This design comes from an exercise in tuning for a short achievable clock period on the open sky130 flow, not from production work. In this exercise RTL edits were held to simulation tests only and were not proved equivalent to the original. No activity file was given, so power comes from the tool's default toggle rates.

File: flow/config.mk
export PLATFORM = sky130hd
export DESIGN_NAME = prg_mem_port
export DESIGN_NICKNAME = prg_mem_port
export VERILOG_FILES = /design/flow/design.v
export SDC_FILE = /design/flow/constraint.sdc
export NUM_CORES = 4
export LEC_CHECK = 0
export CAP_MARGIN = 20
export CORE_MARGIN = 2
export CORE_UTILIZATION = 40
export SLEW_MARGIN = 20
File: flow/constraint.sdc
create_clock -name core_clock -period 5.0 [get_ports {clk_clk}]
set_input_delay 1.0000 -clock core_clock [delete_from_list [all_inputs] [get_ports {clk_clk}]]
set_output_delay 1.0000 -clock core_clock [all_outputs]
set_load 0.01 [all_outputs]
File: flow/design.v
`default_nettype none
package prg_mem_pkg;
  localparam int PRG_ADDR_W = 8;
  localparam int PRG_DATA_W = 8;
  typedef enum logic [1:0] {
    ST_IDLE     = 2'd0,
    ST_ACCESS   = 2'd1,
    ST_RDBACK   = 2'd2,
    ST_WAIT_LOW = 2'd3
  } prg_state_t;
endpackage
`default_nettype wire
`default_nettype none
module prg_sync_edge #(
  parameter int SYNC_STAGES = 2
) (
  input  logic clk,
  input  logic rst_n,
  input  logic async_in,
  output logic level,
  output logic rise
);
  logic [SYNC_STAGES-1:0] r_sync;
  logic                   r_prev;
  always_ff @(posedge clk or negedge rst_n) begin
    if (!rst_n) begin
      r_sync <= '1;
      r_prev <= 1'b1;
    end else begin
      r_sync <= {r_sync[SYNC_STAGES-2:0], async_in};
      r_prev <= r_sync[SYNC_STAGES-1];
    end
  end
  assign level = r_sync[SYNC_STAGES-1];
  assign rise  = r_sync[SYNC_STAGES-1] & ~r_prev;
endmodule
`default_nettype wire
`default_nettype none
module prg_mem_port
#(
  parameter int ADDR_W      = prg_mem_pkg::PRG_ADDR_W,
  parameter int DATA_W      = prg_mem_pkg::PRG_DATA_W,
  parameter int SYNC_STAGES = 2
) (
  input  logic              clk_clk,
  input  logic              reset_reset_n,
  input  logic              prg_clock,
  input  logic [ADDR_W-1:0] prg_ma,
  input  logic [DATA_W-1:0] prg_wd,
  input  logic              prg_we,
  output logic [DATA_W-1:0] prg_rd,
  input  logic [ADDR_W-1:0] cpu_addr,
  output logic [DATA_W-1:0] cpu_rdata,
  output logic              prg_busy
);
  localparam logic [1:0] c_idle     = prg_mem_pkg::ST_IDLE;
  localparam logic [1:0] c_access   = prg_mem_pkg::ST_ACCESS;
  localparam logic [1:0] c_rdback   = prg_mem_pkg::ST_RDBACK;
  localparam logic [1:0] c_wait_low = prg_mem_pkg::ST_WAIT_LOW;
  logic [DATA_W-1:0] mem [0:(2**ADDR_W)-1];
  logic [1:0]        r_state;
  logic [ADDR_W-1:0] r_ma;
  logic [DATA_W-1:0] r_wd;
  logic              r_we;
  logic [DATA_W-1:0] r_prg_rd;
  logic [DATA_W-1:0] r_cpu_rdata;
  logic              w_level;
  logic              w_rise;
  prg_sync_edge #(
    .SYNC_STAGES (SYNC_STAGES)
  ) u_sync (
    .clk      (clk_clk),
    .rst_n    (reset_reset_n),
    .async_in (prg_clock),
    .level    (w_level),
    .rise     (w_rise)
  );
  always_ff @(posedge clk_clk or negedge reset_reset_n) begin
    if (!reset_reset_n) begin
      r_state  <= c_idle;
      r_ma     <= '0;
      r_wd     <= '0;
      r_we     <= 1'b0;
      r_prg_rd <= '0;
    end else begin
      case (r_state)
        c_idle: begin
          if (w_rise) begin
            r_ma    <= prg_ma;
            r_wd    <= prg_wd;
            r_we    <= prg_we;
            r_state <= c_access;
          end
        end
        c_access:   r_state <= c_rdback;
        c_rdback: begin
          r_prg_rd <= mem[r_ma];
          r_state  <= c_wait_low;
        end
        c_wait_low: if (!w_level) r_state <= c_idle;
        default:    r_state <= c_idle;
      endcase
    end
  end
  always_ff @(posedge clk_clk) begin
    if (r_state == c_access && r_we) begin
      mem[r_ma] <= r_wd;
    end
  end
  always_ff @(posedge clk_clk or negedge reset_reset_n) begin
    if (!reset_reset_n) begin
      r_cpu_rdata <= '0;
    end else begin
      r_cpu_rdata <= mem[cpu_addr];
    end
  end
  assign prg_rd    = r_prg_rd;
  assign cpu_rdata = r_cpu_rdata;
  assign prg_busy  = (r_state != c_idle);
endmodule
`default_nettype wire
File: flow/run.sh
#!/bin/bash
# synth_recipe.tcl (not shown) runs the flow's synth.tcl, then flattens the netlist and writes it again
# the make line also repeats each setting of config.mk as NAME=value (left out here)
make -C /OpenROAD-flow-scripts/flow DESIGN_CONFIG=/design/flow/config.mk WORK_HOME=/design/flow/orfs CLKGATE_MAP_FILE= SYNTH_SCRIPT=/design/flow/synth_recipe.tcl finish
==> metrics.log <==
[metrics] critical path required time: 5770 ps
[metrics] area growth from synthesis to layout: 14.11%
[metrics] Post-Synthesis Cell Area: 97,240 µm²
[metrics] number of instances in the synthesized netlist: 4,840
[metrics] maximum number of pins on one net before global-route repair: 160
[metrics] Power Total: 58.86 mW
[metrics] slew at the pin with the worst max-slew slack: 1266 ps
[metrics] number of DRC violations after detailed routing: 0
[metrics] list of most frequent post-synthesis cells: sky130_fd_sc_hd__edfxtp_1 (2,048), sky130_fd_sc_hd__mux4_2 (1,101), sky130_fd_sc_hd__nor2_1 (282)
[metrics] headroom to the max-slew limit: 15.60%
[metrics] Worst Path Arrival: 5320 ps
[metrics] die area: 247,100 µm²
[metrics] most used flip-flop cell after synthesis: sky130_fd_sc_hd__edfxtp_1
[metrics] Post-Syn Area per Cell: 20.09 µm²
[metrics] area after detailed placement: 104,100 µm²
[metrics] synthesized netlist net count: 4,872
[metrics] worst-case setup margin in the final layout: 448.3 ps
[metrics] main area contributors after synthesis: sky130_fd_sc_hd__edfxtp_1 (63%), sky130_fd_sc_hd__mux4_2 (26%), sky130_fd_sc_hd__mux2i_1 (2.1%)
[metrics] final antenna-violating net count: 0
[metrics] Clock Root Buffer: sky130_fd_sc_hd__clkbuf_16
[metrics] Die Height: 497.0 µm
[metrics] maximum vdd drop: 384.2 µV
[metrics] Setup TNS Final: 0 ps
[metrics] share of total power in the clock network: 27.3%
[metrics] status: complete, no violations
[metrics] global-route wire length before repair: 468,700 µm
[metrics] Core Area: 242,500 µm²
[metrics] count of final hold-check violations: 0
[metrics] hold_ws: 361.4 ps
[metrics] routed length per instance: 39.94 µm
[metrics] Num CTS Buffers: 214
[metrics] Sw Ratio: 35.68%
[metrics] area share of the largest cell type after synthesis: 63.25%
[metrics] final weighted congestion of routability-driven global placement: 0.9418
[metrics] Net Sw Power: 21.00 mW
[metrics] final count of pins violating max slew: 0
[metrics] count of different cell masters after synthesis: 70
[metrics] unrepaired setup endpoints after global routing: false
[metrics] number of rows created at floorplan: 181
[metrics] proportion of register bits with asynchronous set or reset after synthesis: 1.822%
[metrics] CTS tree: built
[metrics] internal power: 37.86 mW
[metrics] router iterations before antenna repair: 7
[metrics] non-filler cells, final: 8,553
[metrics] number of cells after detailed placement: 8,159
[metrics] sequential-to-total area share from yosys stat: 64.23%
[metrics] Clock Latency Late Sink: 910 ps
[metrics] Synthesis Warnings: 2
[metrics] total of max-cap violations: 0
[metrics] type of origin of the critical path: flop
[metrics] aggregate global routing overflow: 0
[metrics] setup violators final: 0
[metrics] count of state elements after synthesis: 2,086
[metrics] via count: 57,200
[metrics] filler instances: 20,210
[metrics] Post-DP HPWL: 228,400 µm
[metrics] leakage component of the power: 34.81 nW
[metrics] Post-Route Utilization: 45.75%
[metrics] ratio of routed vias to standard cells: 6.687
[metrics] final critical delay including setup and external delays: 4552 ps
[metrics] Seq pwr share: 39.7%
[metrics] GRT Overall Usage: 27.35%
[metrics] clock tree buffer depth: 3
[metrics] # resized after CTS: 0
[metrics] hold buffers post-CTS: 1
[metrics] Ports: 45
[metrics] H-tree levels: 4
[metrics] maximum clock rate: 0.2197 GHz
[metrics] final worst-path cycle share: 91.03%
[metrics] worst min-delay path category: flop to flop
[metrics] Power Density: 530.5 nW/µm²
[metrics] kind of critical path: flop to flop
[metrics] Post-CTS Setup Inserts: 0
[metrics] initial core utilization: 40.09%
[metrics] crit-path max FO: 19
[metrics] initial antenna violation count: 14
[metrics] number of nets in the layout: 5,206
[metrics] count of flip-flops with a built-in enable after synthesis: 2,048
[metrics] most repeated cell in the gate-level netlist after synthesis: sky130_fd_sc_hd__edfxtp_1
[metrics] worst slack at placement: 669.4 ps
[metrics] layout cell share with drive strength beyond 1: 36.56%
[metrics] kind of capture point of the worst setup path: flop
[metrics] count of clock tree sinks: 2,086
[metrics] number of DRC markers after the initial detailed-route iteration: 9,594
[metrics] total wire length: 341,600 µm
[metrics] vias in the first global route: 56,340
[metrics] combinational fraction of design power: 33.1%
[metrics] clock slew seen by the registers of the worst setup and hold paths: 60 ps
[metrics] die outline width: 497.0 µm
[metrics] cell type contributing the most total cell area after synthesis: sky130_fd_sc_hd__edfxtp_1
[metrics] port buffer count: 44
[metrics] worst clock skew: 40.33 ps
[metrics] Final Instance Area: 111,000 µm²
worst paths after layout:
check,depth (start not counted),to,start,slack (ps)
worst max-delay path,9,r_prg_rd[0],r_ma[0],450
worst min-delay path,0,u_sync.r_sync[1],u_sync.r_sync[0],360
worst max register to register,9,r_prg_rd[0],r_ma[0],450
worst min register to register,0,u_sync.r_sync[1],u_sync.r_sync[0],360
max in group asynchronous,3,r_ma[2],reset_reset_n,3450
min in group asynchronous,2,r_wd[5],reset_reset_n,500
area by class of cell:
class / instances / area, µm² / area share, %
sequential: 2086 / 62500 / 56.33
clock buffer: 285 / 5744 / 5.177
antenna: 6 / 15.01 / 0.01353
clock inverter: 102 / 1104 / 0.9946
inverter: 13 / 51.30 / 0.04623
multi-input combinational: 2344 / 32880 / 29.63
timing repair buffer: 515 / 4654 / 4.195
tap: 3202 / 4006 / 3.611
cell usage in the layout (no fill, tap or decap), types with 27 or more instances in the layout:
cell type / count
sky130_fd_sc_hd__a21oi_1: 83
sky130_fd_sc_hd__mux4_2: 1101
sky130_fd_sc_hd__buf_12: 53
sky130_fd_sc_hd__nor2_1: 275
sky130_fd_sc_hd__edfxtp_1: 2048
sky130_fd_sc_hd__clkinv_1: 33
sky130_fd_sc_hd__clkdlybuf4s50_1: 37
sky130_fd_sc_hd__nand2_1: 112
sky130_fd_sc_hd__mux2_2: 35
sky130_fd_sc_hd__clkbuf_1: 61
sky130_fd_sc_hd__a22oi_1: 56
sky130_fd_sc_hd__clkbuf_16: 216
sky130_fd_sc_hd__o22ai_1: 62
sky130_fd_sc_hd__o21ai_0: 31
sky130_fd_sc_hd__buf_4: 417
sky130_fd_sc_hd__clkinv_2: 27
sky130_fd_sc_hd__nor3_1: 76
sky130_fd_sc_hd__nand3_1: 48
sky130_fd_sc_hd__mux2i_1: 207
registers in the layout, indices dropped and copies added, names as in the netlist:
| register | flops |
|---|---|
| r_prg_rd | 8 |
| r_we | 1 |
| u_sync.r_sync | 2 |
| r_state | 2 |
| r_ma | 8 |
| r_cpu_rdata | 8 |
| r_wd | 8 |
| mem | 2048 |
| u_sync.r_prev | 1 |
metal layers:
layer  part of all wire [%]  GRT usage, %  vias to the layer above
met3                     12         7.043                      680
li1                       -             -                    21660
met4                    5.2         12.76                       12
met2                     45         41.41                     4010
met1                     37         37.18                    30840
met5                  0.025             0                        -
critical path: stages (launching register included):
cell and delay, ps:
sky130_fd_sc_hd__dfrtp_4 830, sky130_fd_sc_hd__buf_12 270, sky130_fd_sc_hd__mux4_1 580, sky130_fd_sc_hd__mux2i_1 290, sky130_fd_sc_hd__nor2_1 180, sky130_fd_sc_hd__or4_1 480, sky130_fd_sc_hd__or4_1 420, sky130_fd_sc_hd__o32ai_1 940
sky130_fd_sc_hd__buf_4 240, sky130_fd_sc_hd__o311ai_1 100
power by group through the flow:
stage          combinational, mW  sequential (mW)  clock, mW
2_1_floorplan               9.92             24.3          0
3_3_place_gp                18.9             23.6          0
3_5_place_dp                19.0             23.7          0
4_1_cts                     19.1             23.3       16.2
5_1_grt                     19.9             23.3       16.8
6_report                    19.5             23.4       16.0
logic make-up after synthesis:
kind of cell,after synthesis,synth area share [%]
multiplexers,1349,28.20
AND/OR/NAND/NOR,621,2.881
buffers and inverters,410,2.036
flip-flops,2086,64.23
adder cells (fa/ha/maj),4,0.05147
AO/OA/AOI/OAI,370,2.606

[static timing again, ports no longer ideal]
In the flow no input, the clock included, has a driving cell. The finished layout below was timed again as built, in two steps. Step 1 sets driving cells, clkbuf_16 on the clock port and buf_2 on the other inputs (assumed; they add their load-dependent delay and slew). Step 2 moves the port delays by t, midway between the first and last clock arrival at a register: inputs arrive t later, outputs are due t later. That takes back most of the time a late clock gives input paths. a / b / c = no drivers / after step 1 / after step 2; a / b = the first two.
shift t [ns]: 0.968
slack for setup (ns): 0.448 / 0.448 / 0.448
cell pins on the clock port's net: 1
After both steps this run still meets setup and hold. The setup slack of this run moves by 0.000 ns with the drivers and by 0.000 ns with both steps.
